From an optimization exercise on the open Yosys and OpenROAD flow, aimed at small area, a short achievable clock period and few clock cycles; shortcuts taken in it are not production practice. In this exercise RTL edits were held to simulation tests only and were not proved equivalent to the original. Power figures rest on the tool's default switching activity, not on a simulated workload.

$ cat flow/flow/run.sh
#!/bin/bash
# The standard layout, with each port buffered by buf_1 instead of the
# default delay-cell buffer. The make run's full output goes to flow_make.log.
set -euo pipefail
export BUFFER_PORTS_ARGS="-buffer_cell sky130_fd_sc_hd__buf_1"
bash standard.sh "BUFFER_PORTS_ARGS=-buffer_cell sky130_fd_sc_hd__buf_1" finish > flow_make.log 2>&1
$ cat flow/standard.sh
#!/bin/bash
# synth_recipe.tcl (not shown) runs the flow's synth.tcl, then flattens the netlist and writes it again
# the make line also repeats each setting of config.mk as NAME=value (left out here)
make -C /OpenROAD-flow-scripts/flow DESIGN_CONFIG=/design/flow/config.mk WORK_HOME=/design/flow/orfs CLKGATE_MAP_FILE= SYNTH_SCRIPT=/design/flow/synth_recipe.tcl "${@:-finish}"
$ cat flow/constraint.sdc
create_clock -name core_clock -period 11.0 [get_ports {clk}]
set_input_delay 2.2000 -clock core_clock [delete_from_list [all_inputs] [get_ports {clk}]]
set_output_delay 2.2000 -clock core_clock [all_outputs]
set_load 0.01 [all_outputs]
$ cat flow/design.v
package ex_pkg;
    localparam int INST_W = 32;
    localparam logic [6:0] OPC_OP_IMM = 7'b0010011;
    localparam logic [6:0] OPC_OP     = 7'b0110011;
    localparam logic [6:0] OPC_LOAD   = 7'b0000011;
    localparam logic [6:0] OPC_STORE  = 7'b0100011;
    localparam logic [6:0] OPC_BRANCH = 7'b1100011;
    localparam logic [6:0] OPC_JAL    = 7'b1101111;
    localparam logic [6:0] OPC_JALR   = 7'b1100111;
    localparam logic [6:0] OPC_LUI    = 7'b0110111;
    localparam logic [6:0] OPC_AUIPC  = 7'b0010111;
    localparam logic [2:0] F3_ADD_SUB = 3'b000;
    localparam logic [2:0] F3_SLL     = 3'b001;
    localparam logic [2:0] F3_SLT     = 3'b010;
    localparam logic [2:0] F3_SLTU    = 3'b011;
    localparam logic [2:0] F3_XOR     = 3'b100;
    localparam logic [2:0] F3_SR      = 3'b101;
    localparam logic [2:0] F3_OR      = 3'b110;
    localparam logic [2:0] F3_AND     = 3'b111;
    localparam logic [2:0] F3_BEQ  = 3'b000;
    localparam logic [2:0] F3_BNE  = 3'b001;
    localparam logic [2:0] F3_BLT  = 3'b100;
    localparam logic [2:0] F3_BGE  = 3'b101;
    localparam logic [2:0] F3_BLTU = 3'b110;
    localparam logic [2:0] F3_BGEU = 3'b111;
    localparam logic [2:0] F3_DIV  = 3'b100;
    localparam logic [2:0] F3_DIVU = 3'b101;
    localparam logic [6:0] F7_MULDIV = 7'b0000001;
    typedef enum logic [3:0] {
        ALU_ADD,
        ALU_SUB,
        ALU_SLL,
        ALU_SLT,
        ALU_SLTU,
        ALU_XOR,
        ALU_SRL,
        ALU_SRA,
        ALU_OR,
        ALU_AND
    } alu_op_e;
endpackage
`timescale 1ns/1ps
module ex_shift (
    input  logic [31:0] a_i,
    input  logic [4:0]  shamt_i,
    input  logic        left_i,
    input  logic        arith_i,
    output logic [31:0] res_o
);
    logic [31:0] x;
    logic [31:0] y;
    logic        fill;
    logic signed [32:0] t;
    always_comb begin
        for (int i = 0; i < 32; i++) begin
            x[i] = left_i ? a_i[31-i] : a_i[i];
        end
    end
    assign fill = arith_i && !left_i && a_i[31];
    assign t    = $signed({fill, x}) >>> shamt_i;
    assign y    = t[31:0];
    always_comb begin
        for (int i = 0; i < 32; i++) begin
            res_o[i] = left_i ? y[31-i] : y[i];
        end
    end
endmodule
`timescale 1ns/1ps
module ex_div (
    input  logic        clk,
    input  logic        rst_n_i,
    input  logic        req_i,         
    input  logic        early_i,       
    input  logic        b_zero_i,
    input  logic        signed_i,
    input  logic [31:0] a_i,
    input  logic [31:0] b_i,
    input  logic [31:0] dsr_sh_i,      
    input  logic        ge_i,          
    input  logic [31:0] diff_i,        
    output logic        busy_o,
    output logic [31:0] rem1_o,
    output logic [31:0] dsr_o,
    output logic [4:0]  cnt_o,
    output logic        hold_o,
    output logic [31:0] quotient_o
);
    logic        busy;
    logic        align;
    logic        fin;
    logic [31:0] rem;
    logic [31:0] dsr;
    logic [31:0] quo;
    logic [4:0]  cnt;
    logic        neg;
    logic [31:0] a_mag;
    logic [31:0] b_mag;
    logic [4:0]  lz_a;
    logic [4:0]  lz_b;
    logic [4:0]  sh;
    logic [32:0] trial1;
    logic        q1;
    logic [31:0] rem1;
    logic        last;
    logic [30:0] hi;
    logic        lo;
    logic [30:0] hi_neg;
    function automatic logic [4:0] clz(input logic [31:0] v);
        logic [4:0] n;
        n = 5'd31;
        for (int i = 0; i < 32; i++) begin
            if (v[i]) n = 31 - i;
        end
        clz = n;
    endfunction
    assign a_mag = (signed_i && a_i[31]) ? -a_i : a_i;
    assign b_mag = (signed_i && b_i[31]) ? -b_i : b_i;
    assign lz_a  = clz(a_mag);
    assign lz_b  = clz(b_mag);
    assign sh    = lz_b - lz_a;
    assign trial1 = {1'b0, rem} - {1'b0, dsr};
    assign q1     = !trial1[32];
    assign rem1   = q1 ? trial1[31:0] : rem;
    assign last = fin || (!align && cnt == 5'd0);
    always_ff @(posedge clk or negedge rst_n_i) begin
        if (!rst_n_i) begin
            busy  <= 1'b0;
            align <= 1'b0;
            fin   <= 1'b0;
        end else begin
            if (!busy) begin
                busy  <= req_i && !early_i;
                align <= req_i && !early_i && (sh != 5'd0);
                fin   <= 1'b0;
            end else if (align) begin
                align <= 1'b0;
            end else if (last) begin
                busy  <= 1'b0;
                fin   <= 1'b0;
            end else begin
                fin   <= (cnt == 5'd1);
            end
        end
    end
    always_ff @(posedge clk) begin
        if (!busy) begin
            rem <= a_mag;
            dsr <= b_mag;
            quo <= '0;
            cnt <= sh;
            neg <= signed_i && (a_i[31] ^ b_i[31]);
        end else if (align) begin
            dsr <= dsr_sh_i;
        end else begin
            rem <= ge_i ? diff_i : rem1;
            dsr <= {2'b0, dsr[31:2]};
            quo <= {quo[29:0], q1, ge_i};
            cnt <= cnt - 5'd2;
        end
    end
    assign hi     = fin ? quo[31:1] : quo[30:0];
    assign lo     = fin ? quo[0] : q1;
    assign hi_neg = -hi;
    always_comb begin
        if (!busy) begin
            quotient_o = {32{b_zero_i}};
        end else if (!neg) begin
            quotient_o = {hi, lo};
        end else if (lo) begin
            quotient_o = {~hi, 1'b1};
        end else begin
            quotient_o = {hi_neg, 1'b0};
        end
    end
    assign hold_o = req_i && (busy ? !last : !early_i);
    assign busy_o = busy;
    assign rem1_o = rem1;
    assign dsr_o  = dsr;
    assign cnt_o  = cnt;
endmodule
`timescale 1ns/1ps
module ex_stage #(
    parameter int XLEN = 32
) (
    input  logic                      clk,
    input  logic                      rst_n_i,
    input  logic [ex_pkg::INST_W-1:0] inst_i,
    input  logic [XLEN-1:0]           inst_addr_i,
    input  logic [XLEN-1:0]           rs1_data_i,
    input  logic [XLEN-1:0]           rs2_data_i,
    output logic                      reg_w_ena_o,
    output logic [4:0]                reg_w_addr_o,
    output logic [XLEN-1:0]           reg_w_data_o,
    output logic                      mem_r_ena_o,
    output logic [XLEN-1:0]           mem_r_addr_o,
    output logic                      mem_w_ena_o,
    output logic [XLEN-1:0]           mem_w_addr_o,
    output logic [XLEN-1:0]           mem_w_data_o,
    output logic                      jump_flag_o,
    output logic [XLEN-1:0]           jump_addr_o,
    output logic                      div_hold_o
);
    logic [31:0] inst;
    logic [31:0] pc;
    logic [31:0] a;
    logic [31:0] b;
    logic [6:0]  opcode;
    logic [2:0]  f3;
    assign inst   = inst_i;
    assign pc     = inst_addr_i;
    assign a      = rs1_data_i;
    assign b      = rs2_data_i;
    assign opcode = inst[6:0];
    assign f3     = inst[14:12];
    logic is_op_imm, is_op, is_load, is_store, is_branch, is_jal, is_jalr, is_lui, is_auipc;
    logic is_muldiv, is_alu_r, is_div, div_signed;
    assign is_op_imm  = (opcode == ex_pkg::OPC_OP_IMM);
    assign is_op      = (opcode == ex_pkg::OPC_OP);
    assign is_load    = (opcode == ex_pkg::OPC_LOAD);
    assign is_store   = (opcode == ex_pkg::OPC_STORE);
    assign is_branch  = (opcode == ex_pkg::OPC_BRANCH);
    assign is_jal     = (opcode == ex_pkg::OPC_JAL);
    assign is_jalr    = (opcode == ex_pkg::OPC_JALR);
    assign is_lui     = (opcode == ex_pkg::OPC_LUI);
    assign is_auipc   = (opcode == ex_pkg::OPC_AUIPC);
    assign is_muldiv  = (inst[31:25] == ex_pkg::F7_MULDIV);
    assign is_alu_r   = is_op && !is_muldiv;
    assign is_div     = is_op && is_muldiv && (f3[2:1] == 2'b10);
    assign div_signed = !f3[0];
    logic [31:0] imm_i, imm_s, imm_b, imm_u, imm_j;
    assign imm_i = {{20{inst[31]}}, inst[31:20]};
    assign imm_s = {{20{inst[31]}}, inst[31:25], inst[11:7]};
    assign imm_b = {{19{inst[31]}}, inst[31], inst[7], inst[30:25], inst[11:8], 1'b0};
    assign imm_u = {inst[31:12], 12'b0};
    assign imm_j = {{11{inst[31]}}, inst[31], inst[19:12], inst[20], inst[30:21], 1'b0};
    logic [31:0] op1, op2;
    logic        sub;
    logic        signs_differ;
    logic [32:0] sum;
    logic        lt_u, lt_s, eq;
    assign signs_differ = a[31] ^ b[31];
    assign op1 = opcode[2] ? pc : a;
    always_comb begin
        if (opcode[2]) begin
            op2 = opcode[6] ? 32'd4 : imm_u;              
        end else if (opcode[5] && (opcode[4] || opcode[6])) begin
            op2 = b;                                      
        end else if (opcode[5]) begin
            op2 = imm_s;                                  
        end else begin
            op2 = imm_i;                                  
        end
    end
    assign sub = !opcode[2] && (opcode[6] || (opcode[4] && (
                     (!f3[2] && f3[1]) || (f3[0] && !f3[1]) ||
                     (f3 == 3'b000 && opcode[5] && inst[30]) ||
                     (f3 == 3'b100 && !signs_differ))));
    logic [31:0] op2x, prop, gen;
    assign op2x = op2 ^ {32{sub}};
    assign prop = op1 ^ op2x;
    assign gen  = op1 & op2x;
    assign sum  = {1'b0, op1} + {1'b0, op2x} + {32'b0, sub};
    assign lt_u = !sum[32];
    assign lt_s = lt_u ^ op1[31] ^ op2[31];
    assign eq   = (a == b);
    logic        div_busy;
    logic [31:0] div_rem1;
    logic [31:0] div_dsr;
    logic [4:0]  div_cnt;
    logic [31:0] shres;
    logic [31:0] alu_res;
    ex_shift u_shift (
        .a_i     (div_busy ? div_dsr : a),
        .shamt_i (div_busy ? div_cnt : (opcode[5] ? b[4:0] : inst[24:20])),
        .left_i  (div_busy || !f3[2]),
        .arith_i (inst[30]),
        .res_o   (shres)
    );
    always_comb begin
        case (f3)
            3'b000:  alu_res = sum[31:0];
            3'b001:  alu_res = shres;
            3'b010:  alu_res = {31'b0, lt_s};
            3'b011:  alu_res = {31'b0, lt_u};
            3'b100:  alu_res = a ^ op2;
            3'b101:  alu_res = shres;
            3'b110:  alu_res = prop | gen;
            default: alu_res = gen;
        endcase
    end
    logic zero_sum;
    logic a_lt_b;
    logic b_zero;
    logic div_early;
    logic div_hold;
    logic [31:0] div_q;
    assign zero_sum = (prop == {prop[30:0] | gen[30:0], 1'b0});
    assign b_zero   = (b == '0);
    always_comb begin
        if (!(div_signed && (a[31] || b[31]))) begin
            a_lt_b = lt_u;
        end else if (!signs_differ) begin
            a_lt_b = !lt_u && !eq;
        end else if (a[31]) begin
            a_lt_b = !sum[31] && !zero_sum;
        end else begin
            a_lt_b = sum[31];
        end
    end
    assign div_early = b_zero || a_lt_b;
    ex_div u_div (
        .clk        (clk),
        .rst_n_i    (rst_n_i),
        .req_i      (is_div),
        .early_i    (div_early),
        .b_zero_i   (b_zero),
        .signed_i   (div_signed),
        .a_i        (a),
        .b_i        (b),
        .dsr_sh_i   (shres),
        .ge_i       (jsum[32]),
        .diff_i     (jsum[31:0]),
        .busy_o     (div_busy),
        .rem1_o     (div_rem1),
        .dsr_o      (div_dsr),
        .cnt_o      (div_cnt),
        .hold_o     (div_hold),
        .quotient_o (div_q)
    );
    logic cond;
    always_comb begin
        case (f3)
            3'b000:  cond = eq;
            3'b001:  cond = !eq;
            3'b100:  cond = lt_s;
            3'b101:  cond = !lt_s;
            3'b110:  cond = lt_u;
            3'b111:  cond = !lt_u;
            default: cond = 1'b0;
        endcase
    end
    logic [31:0] jbase, joff;
    logic [32:0] jsum;
    always_comb begin
        if (div_busy) begin
            jbase = div_rem1;
            joff  = ~{1'b0, div_dsr[31:1]};
        end else begin
            jbase = (opcode[3:2] == 2'b01) ? a : pc;     
            if (opcode[3]) begin
                joff = imm_j;
            end else if (opcode[2]) begin
                joff = imm_i;
            end else begin
                joff = imm_b;
            end
        end
    end
    assign jsum = {1'b0, jbase} + {1'b0, joff} + {32'b0, div_busy};
    assign div_hold_o   = div_hold;
    assign reg_w_ena_o  = (is_op_imm || is_alu_r || is_load || is_jal || is_jalr ||
                           is_lui || is_auipc || is_div) && !div_hold;
    assign reg_w_addr_o = inst[11:7];
    assign reg_w_data_o = is_div ? div_q :
                          !opcode[2] ? alu_res :                      
                          (opcode[5] && !opcode[6]) ? imm_u :         
                          sum[31:0];                                  
    assign mem_r_ena_o  = is_load;
    assign mem_r_addr_o = sum[31:0];
    assign mem_w_ena_o  = is_store;
    assign mem_w_addr_o = sum[31:0];
    assign mem_w_data_o = b;
    assign jump_flag_o  = is_jal || is_jalr || (is_branch && cond);
    assign jump_addr_o  = jsum[31:0];
endmodule
$ cat flow/config.mk
export PLATFORM = sky130hd
export DESIGN_NAME = ex_stage
export DESIGN_NICKNAME = ex_stage
export VERILOG_FILES = /design/flow/design.v
export SDC_FILE = /design/flow/constraint.sdc
export NUM_CORES = 4
export LEC_CHECK = 0
export ABC_AREA = 1
export CAP_MARGIN = 20
export CORE_MARGIN = 2
export CORE_UTILIZATION = 40
export SETUP_SLACK_MARGIN = 2.5
export SLEW_MARGIN = 20
export TNS_END_PERCENT = 20
==> results of run 1 <==
[cell usage in the layout, fill, tap and decap left out, types with 12 or more instances in the layout]
master | synthesis | layout
a21oi_1 | 286 | 270
a21oi_2 | 0 | 15
a22oi_1 | 14 | 13
a31oi_1 | 41 | 39
buf_1 | 23 | 282
buf_4 | 70 | 103
clkbuf_16 | 0 | 12
dfxtp_1 | 64 | 64
edfxtp_1 | 38 | 38
ha_1 | 136 | 118
ha_2 | 0 | 14
inv_1 | 490 | 480
inv_2 | 15 | 16
mux2i_1 | 16 | 16
nand2_1 | 883 | 853
nand2_2 | 12 | 38
nand3_1 | 101 | 98
nand4_1 | 31 | 31
nor2_1 | 303 | 299
nor2_2 | 11 | 13
nor3_1 | 38 | 29
nor4_1 | 16 | 14
o2111ai_1 | 27 | 27
o211ai_1 | 52 | 52
o21a_1 | 14 | 14
o21ai_0 | 489 | 460
o21ai_1 | 21 | 37
o21ai_2 | 3 | 14
o221ai_1 | 44 | 44
o22ai_1 | 68 | 68
or2_2 | 20 | 19
xnor2_1 | 52 | 47
xor2_1 | 125 | 115
[layer usage]
| layer | vias to the layer above | GRT usage (%) | wire [µm] |
|---|---|---|---|
| met3 | 302 | 11.3 | 16300 |
| met2 | 1948 | 61.3 | 50800 |
| met5 | - | 0 | 41 |
| met4 | 6 | 18.6 | 6320 |
| met1 | 13100 | 58.3 | 51400 |
| li1 | 13000 | - | - |
[synth_stat cells (6+ instances only)]
library cell	instances
a221oi_1	10
nand2_2	12
ha_1	136
o2111ai_1	27
nand4_1	31
buf_4	70
buf_1	23
nor2_2	11
mux2i_1	16
buf_2	31
o31ai_1	13
o21bai_1	6
nand2_1	883
nand3b_1	6
a31oi_1	41
o21ai_0	489
o211ai_1	52
inv_1	490
o21a_1	14
a32oi_1	6
o21ai_1	21
o221ai_1	44
clkbuf_1	124
clkinv_1	8
nor2_1	303
edfxtp_1	38
nor4_1	16
or2_2	20
nand3_1	101
nor3_1	38
a21oi_1	286
xor2_1	125
dfxtp_1	64
inv_2	15
o22ai_1	68
xnor2_1	52
a21boi_0	6
a22oi_1	14
[flip-flops by register name, indices dropped and copies added, names as in the netlist]
signal	count
u_div.fin	1
u_div.cnt	5
u_div.busy	1
u_div.align	1
u_div.quo	32
u_div.neg	1
u_div.dsr	32
u_div.rem	32
[worst reg2reg max path: cells and delay by family, from the launching register on]
kind | cells | cell delay [ps]
buffers and inverters | 6 | 980
flip-flops | 1 | 370
AO/OA/AOI/OAI | 10 | 1880
AND/OR/NAND/NOR | 27 | 3000
adder cells (fa/ha/maj) | 4 | 970
[logic make-up (layout without fill, tap and decap cells)]
kind of cell,count (synthesis),in the layout,share of synthesized area [%]
flops,105,105,11.5
simple gates,1443,1443,27.6
mux,16,16,0.738
compound gates,1127,1127,29.9
fa+ha+maj,141,141,8.30
xor+xnor,180,180,7.37
other cells,0,4,0
buf+inv,764,951,14.7
[repair_timing]
action                                  CTS  global route
cloned                                    3             5
gates resized for setup                  77           145
hold buffers                              0             0
pin swaps                                17            41
endpoints found under the setup margin   74            56
setup buffers                            20            29
[per-stage QoR]
step           hold WS, ps  utilization, %
6_report               491            45.8
3_5_place_dp           479            42.9
4_1_cts                492            44.3
5_1_grt                538            45.8
2_1_floorplan          458               -
3_3_place_gp           471            42.9
[worst max-delay path by stage]
stage                         startpoint          endpoint  depth (start not counted)  slack [ps]
after global routing           inst_i[5]  reg_w_data_o[30]                         21        2300
after CTS                     inst_i[20]   reg_w_data_o[0]                         20        2280
final                         inst_i[21]   reg_w_data_o[5]                         18        2170
after global placement    rs1_data_i[31]   reg_w_data_o[0]                         28        1440
after detailed placement  rs1_data_i[31]   reg_w_data_o[0]                         28        1380
after floorplan           rs1_data_i[31]  reg_w_data_o[28]                         32        2560
[cell type report]
type / count / area [µm²] / share of cell area, %
multi-input cells: 2907 / 16700 / 67.8
flip-flops and latches: 105 / 2500 / 10.2
well taps: 696 / 871 / 3.54
repair buffers: 418 / 2220 / 9.04
clock inverters: 7 / 85.1 / 0.346
repair inverters: 3 / 13.8 / 0.0560
diodes: 4 / 10.0 / 0.0407
clock buffers: 9 / 225 / 0.916
inverters: 514 / 1980 / 8.05
[power breakdown]
part / internal (mW) / switching (mW) / leakage (nW)
sequential: 0.544 / 0.111 / 0.976
clock: 0.163 / 0.228 / 0.146
combinational: 1.72 / 3.78 / 10.0
total: 2.43 / 4.12 / 11.2
==> results_dict.tcl, run 1 <==
set metrics [dict create \
    status "no timing/DRC/antenna violations" \
    rsz0062_at_grt "yes" \
    path_buf_inv 4 \
    cts_tree "yes" \
    syn_avg_cell_area_um2 5.75 \
    core_area_um2 53700 \
    start_kind "input pin" \
    grt_overflow_total 0 \
    layout_min_cycle_time_ps 8830 \
    rows 85 \
    dp_hpwl_mm 99.7 \
    worstPathArrival_ps 6630 \
    cp_max_fo 24 \
    gp_congestion 1.09 \
    path_cells "buf_1 > buf_4 > nor2_1 > o21bai_1 > a21oi_2 > clkinvlp_4 > o21ai_0 > mux2i_1 > or2_2 > o21ai_1 > nand2_1 > nand2_1 > nand2_1 > o21ai_1 > nor2_1 > o31ai_1 > a32oi_1 > buf_1" \
    peakVddDrop_v 0.000232 \
    first_iter_violations 4337 \
    grt_pass1_vias 24800 \
    whs_path_depth 2 \
    clk_pin_slew_ps 90 \
    seq_area_frac_synth_pct 11.5 \
    dpl_cell_area_um2 23000 \
    cts_sinks 105 \
    areaGrowthSynthToFinish_pct 13.3 \
    first_pass_iters 6 \
    worst_slew_pin_slew_ps 1260 \
    power.total_mw 6.55 \
    synth_fp_nets 4047 \
    grt_pass1_wl_mm 173 \
    cts_max_level 3 \
    layout-drive-gt1-share_pct 9.54 \
    ff2ff_path_depth 47 \
    root_buffer "clkbuf_16" \
    vias 28400 \
    crit_slowest_cell "o21ai_0" \
    initial_core_util_pct 40.4 \
    r2r-end "u_div.rem[30]" \
    setup-tns-final_ps 0 \
    p_leak_nw 11.2 \
    end_kind "primary output" \
    hold_end "u_div.quo[31]" \
    hold_violations 0 \
    die_width_um 237 \
    slew_headroom_pct 15.5 \
    port_buffers 299 \
    final-max-slew-violation-count 0 \
    drc 0 \
    wl_mm 125 \
    synth_flop_cell "dfxtp_1" \
    async_reset_ff_share_pct 2.86 \
    syn-instance-count 3776 \
    viasPerCell 6.08 \
    skew_ps 13.7 \
    drtAntennaViolNets 0 \
    worstSetupPathType "input pin to primary output" \
    cellPowerDensity_nw_per_um2 266 \
    wl_per_cell_um 26.8 \
    yosys.area.top_type "nand2_1" \
    hp-start "u_div.quo[31]" \
    regToRegSetupSlack_ps 3510 \
    setup_ws_ps 2170 \
    cts_made_buffers 9 \
    synth_top_area_share_pct 15.3 \
    synth_edf_count 38 \
    cp.required_ps 8800 \
    finalCritPeriodShare_pct 80.2 \
    critPathTopFamily "compound AO/OA/AOI/OAI gates" \
    ys_types 71 \
    min_path_type "register to register" \
    antenna_found_initial 5 \
    cts_buffer_depth 2 \
    fin_nets 4229 \
    synthTopCellsByArea "nand2_1, o21ai_0, inv_1" \
    grt_max_degree 77 \
    syn-cell-area_um2 21700 \
    dieArea_um2 56100 \
    critPathMostFrequentCell "nand2_1" \
    reg2reg_from "u_div.rem[0]" \
    final_cell_area_um2 24600 \
    track_usage_pct 42.3 \
    yosysWarnings 3 \
    ys_seq_elements 105 \
    final_cells 4663 \
    fill_cells 6018 \
    dieHeight_um 237 \
    pre_cts_ws_ps 1380 \
    clk_latency_ps 430 \
    setup_viol 0 \
    max-cap-violations 0 \
    fmax_mhz 113 \
    cp_slowest_stage_delay_ps 590 \
    placedCellCount 4586 \
    io_pins 300 \
]
Testbench counts, summed over its fixed seeds: cycles 5,373.
==> run 2: changes to the inputs <==
--- a/flow/config.mk
+++ b/flow/config.mk
@@ -9,6 +9,5 @@
 export CAP_MARGIN = 20
 export CORE_MARGIN = 2
-export CORE_UTILIZATION = 40
-export SETUP_SLACK_MARGIN = 2.5
+export CORE_UTILIZATION = 45
+export SETUP_SLACK_MARGIN = 2.0
 export SLEW_MARGIN = 20
-export TNS_END_PERCENT = 20
==> run 2 against run 1 <==
Still clean on timing, DRC and antenna. Synthesized area did not move. Clock skew rose by 9.2 ps. Final area fell by 3.9%. Largest cell class unchanged. Highest routed layer is now met4.
==> results_dict.tcl, run 2 <==
set metrics [dict create \
    grt_max_degree 78 \
    regToRegSetupSlack_ps 3200 \
    cp-startpoint "inst_i[20]" \
    first_pass_iters 8 \
    hold_ws_ps 486 \
    peakVddDrop_v 0.000321 \
    cp_max_fo 40 \
    worstSetupPathType "input pin to primary output" \
    synthXorXnorAreaFrac_pct 7.37 \
    seq_area_frac_synth_pct 11.5 \
    dp_hpwl_mm 96.8 \
    synth_top_area_share_pct 15.3 \
    rows 80 \
    final_cells 4537 \
    ys_types 71 \
    gp_congestion 1.12 \
    synth_fp_nets 4047 \
    reg2reg_from "u_div.rem[0]" \
    yosys.area.top_type "nand2_1" \
    final_common_cell "nand2_1" \
    setup_ws_ps 2050 \
    pre_cts_ws_ps 1610 \
    internal-power_mw 2.31 \
    initial_core_util_pct 45.6 \
    wl_per_cell_um 26.4 \
    utilization_pct 49.6 \
    cts_tree "yes" \
    min_path_type "register to register" \
    grt_pass1_vias 24500 \
    synthSimpleGateAreaFrac_pct 27.6 \
    hold_violations 0 \
    pwr-share-seq_pct 10.6 \
    track_usage_pct 45.7 \
    async_reset_ff_share_pct 2.86 \
    slew_headroom_pct 24.5 \
    p_sw_share_pct 63.2 \
    cts_buffer_depth 2 \
    viasPerCell 6.22 \
    first_iter_violations 4642 \
    final_cell_area_um2 23600 \
    synthMostInstantiatedCell "nand2_1" \
    finalCritPeriodShare_pct 81.3 \
    setup_viol 0 \
    clk_pin_slew_ps 80 \
    die_width_um 224 \
    cts_sinks 105 \
    fmax_mhz 112 \
    cp.required_ps 8800 \
    vias 28200 \
    fin_nets 4182 \
    end_kind "primary output" \
    syn_avg_cell_area_um2 5.75 \
    drc 0 \
    placedCellCount 4496 \
    cp-endpoint "reg_w_data_o[3]" \
    hold_buffers 0 \
    synthMuxAreaShare_pct 0.738 \
    synth_flop_cell "dfxtp_1" \
    syn-instance-count 3776 \
    syn-cell-area_um2 21700 \
    grt_pass1_wl_mm 167 \
    areaGrowthSynthToFinish_pct 8.87 \
    fill_cells 5272 \
    r2r-end "u_div.rem[10]" \
    worst_slew_pin_slew_ps 1130 \
    ff2ff_path_depth 48 \
    grt_overflow_total 0 \
    io_pins 300 \
    drtAntennaViolNets 0 \
    clk_latency_ps 440 \
    setup-tns-final_ps 0 \
    reg_top3 "u_div.dsr (32), u_div.quo (32), u_div.rem (32)" \
    wl_mm 120 \
    yosys-top-cells-count "nand2_1, inv_1, o21ai_0" \
    worstPathArrival_ps 6750 \
    final-max-slew-violation-count 0 \
    synth_fa_ha_area_share_pct 8.30 \
    root_buffer "clkbuf_16" \
    dieArea_um2 50000 \
    dieHeight_um 224 \
    start_kind "input pin" \
    ys_seq_elements 105 \
    rsz0062_at_grt "yes" \
    layout_min_cycle_time_ps 8950 \
    p_leak_nw 10.8 \
    max-cap-violations 0 \
    status "no timing/DRC/antenna violations" \
    synth_compound_area_share_pct 29.9 \
    dpl_cell_area_um2 22900 \
    synth_edf_count 38 \
    layout-drive-gt1-share_pct 6.05 \
    antenna_found_initial 5 \
    combPwrFrac_pct 82.9 \
    core_area_um2 47600 \
    yosysWarnings 3 \
    cts_max_level 3 \
    final_cell_mix "nand2_1, inv_1, o21ai_0, nor2_1, buf_1" \
    port_buffers 299 \
    skew_ps 22.9 \
    p_sw_mw 3.96 \
    synth_top_family_by_area "compound AO/OA/AOI/OAI gates" \
    cellPowerDensity_nw_per_um2 265 \
    synthTopCellsByArea "nand2_1, o21ai_0, inv_1" \
    cts_made_buffers 9 \
    clkPwrFrac_pct 6.4 \
    power.total_mw 6.27 \
]
run 2: changes by cell type in the layout (fill, tap and decap cells not counted), moves of 13 or more:
cell / previous run / this run
o21ai_0: 460 / 477
nand2_1: 853 / 874
nand2_2: 38 / 17
ha_1: 118 / 131
buf_4: 103 / 62
run 2: final cells by class:
cell class	count	area [µm²]	area share, %
Tap cell	615	769	3.26
Antenna cell	6	15.0	0.0635
Timing Repair inverter	2	10.0	0.0424
Clock inverter	7	95.1	0.402
Sequential cell	105	2500	10.6
Multi-Input combinational cell	2907	16300	68.9
Clock buffer	9	225	0.953
Timing Repair Buffer	372	1780	7.54
Inverter	514	1950	8.25
run 2: worst min path at each step:
stage / cells past startpoint / startpoint / slack, ps / to
after floorplan: 2 / u_div.quo[31] / 460 / u_div.quo[31]
after global placement: 2 / u_div.quo[31] / 470 / u_div.quo[31]
after detailed placement: 2 / u_div.quo[31] / 480 / u_div.quo[31]
after CTS: 2 / u_div.quo[31] / 490 / u_div.quo[31]
after global routing: 2 / u_div.quo[31] / 510 / u_div.quo[31]
final: 2 / u_div.quo[31] / 490 / u_div.quo[31]
run 2: cell families after synthesis:
logic type,after synthesis
and+or+nand+nor,1443
muxes,16
DFF,105
xor gates and xnor gates,180
buffers and inverters,764
AOI/OAI and AO/OA,1127
adders and majority gates,141
run 2: power groups by stage:
stage	clock network (mW)	registers, mW	logic, mW
floorplan	0	0.600	3.43
global placement	0	0.667	4.89
detailed placement	0	0.669	4.89
CTS	0.401	0.660	4.92
global route	0.412	0.676	5.63
finish	0.402	0.668	5.20
run 2: critical path, cell delays in order:
cell        delay [ps]
buf_1              260
inv_1              260
nand2_1            160
nand3_1            110
nand2_1            100
buf_4              410
clkinvlp_4         390
nand2_1            140
o21ai_1             80
o21ai_0            270
mux2i_1            140
o21ai_0            560
nor2_1              80
a31oi_1            300
o21ai_0            410
nand2_1            210
o2111ai_1          200
a21oi_1            200
a21oi_1             80
buf_1              160
run 2: routing by layer:
layer  track usage [%]  vias to the layer above  share of wire [%]
li1                  -                    12900                  -
met1              62.9                    13000                 41
met2              65.3                     1985                 40
met3              12.2                      333                 13
met4              22.4                        0                5.9
met5                 0                        -                  0
run 2: timing repair:
| item | 4_1_cts | 5_1_grt |
|---|---|---|
| resized for setup | 17 | 69 |
| cloned | 0 | 3 |
| endpoints found under the setup margin | 16 | 37 |
| setup buffers | 1 | 15 |
| pin swaps | 1 | 11 |

port drivers added, routing unchanged:
The flow's constraints put no driver on any port. The routed layouts listed below were extracted and timed again, unchanged, in two steps. Step 1 sets driving cells, clkbuf_16 on the clock port and buf_2 on the other inputs (assumed; they add their load-dependent delay and slew). Step 2 times the ports against the registers' clock, not the clock port: input delays grow and output delays shrink by t, the midpoint of the rising clock arrivals with the driver on. Three values: no drivers, after step 1, after step 2; two values: the first two.
run	shift t [ns]	setup slack, ns	hold WS [ns]	worst setup path at the end	worst register clock-pin slew, ns
run 1	0.485	2.173 / 2.151 / 2.151	0.491 / 0.491 / 0.491	input to output	0.10 / 0.10
run 2	0.492	2.052 / 2.028 / 2.028	0.486 / 0.486 / 0.486	input to output	0.11 / 0.11
After both steps setup and hold are still met in every run listed. For run 2, which loses most, drivers alone change the setup slack by -0.024 ns; drivers and shift together by -0.024 ns.
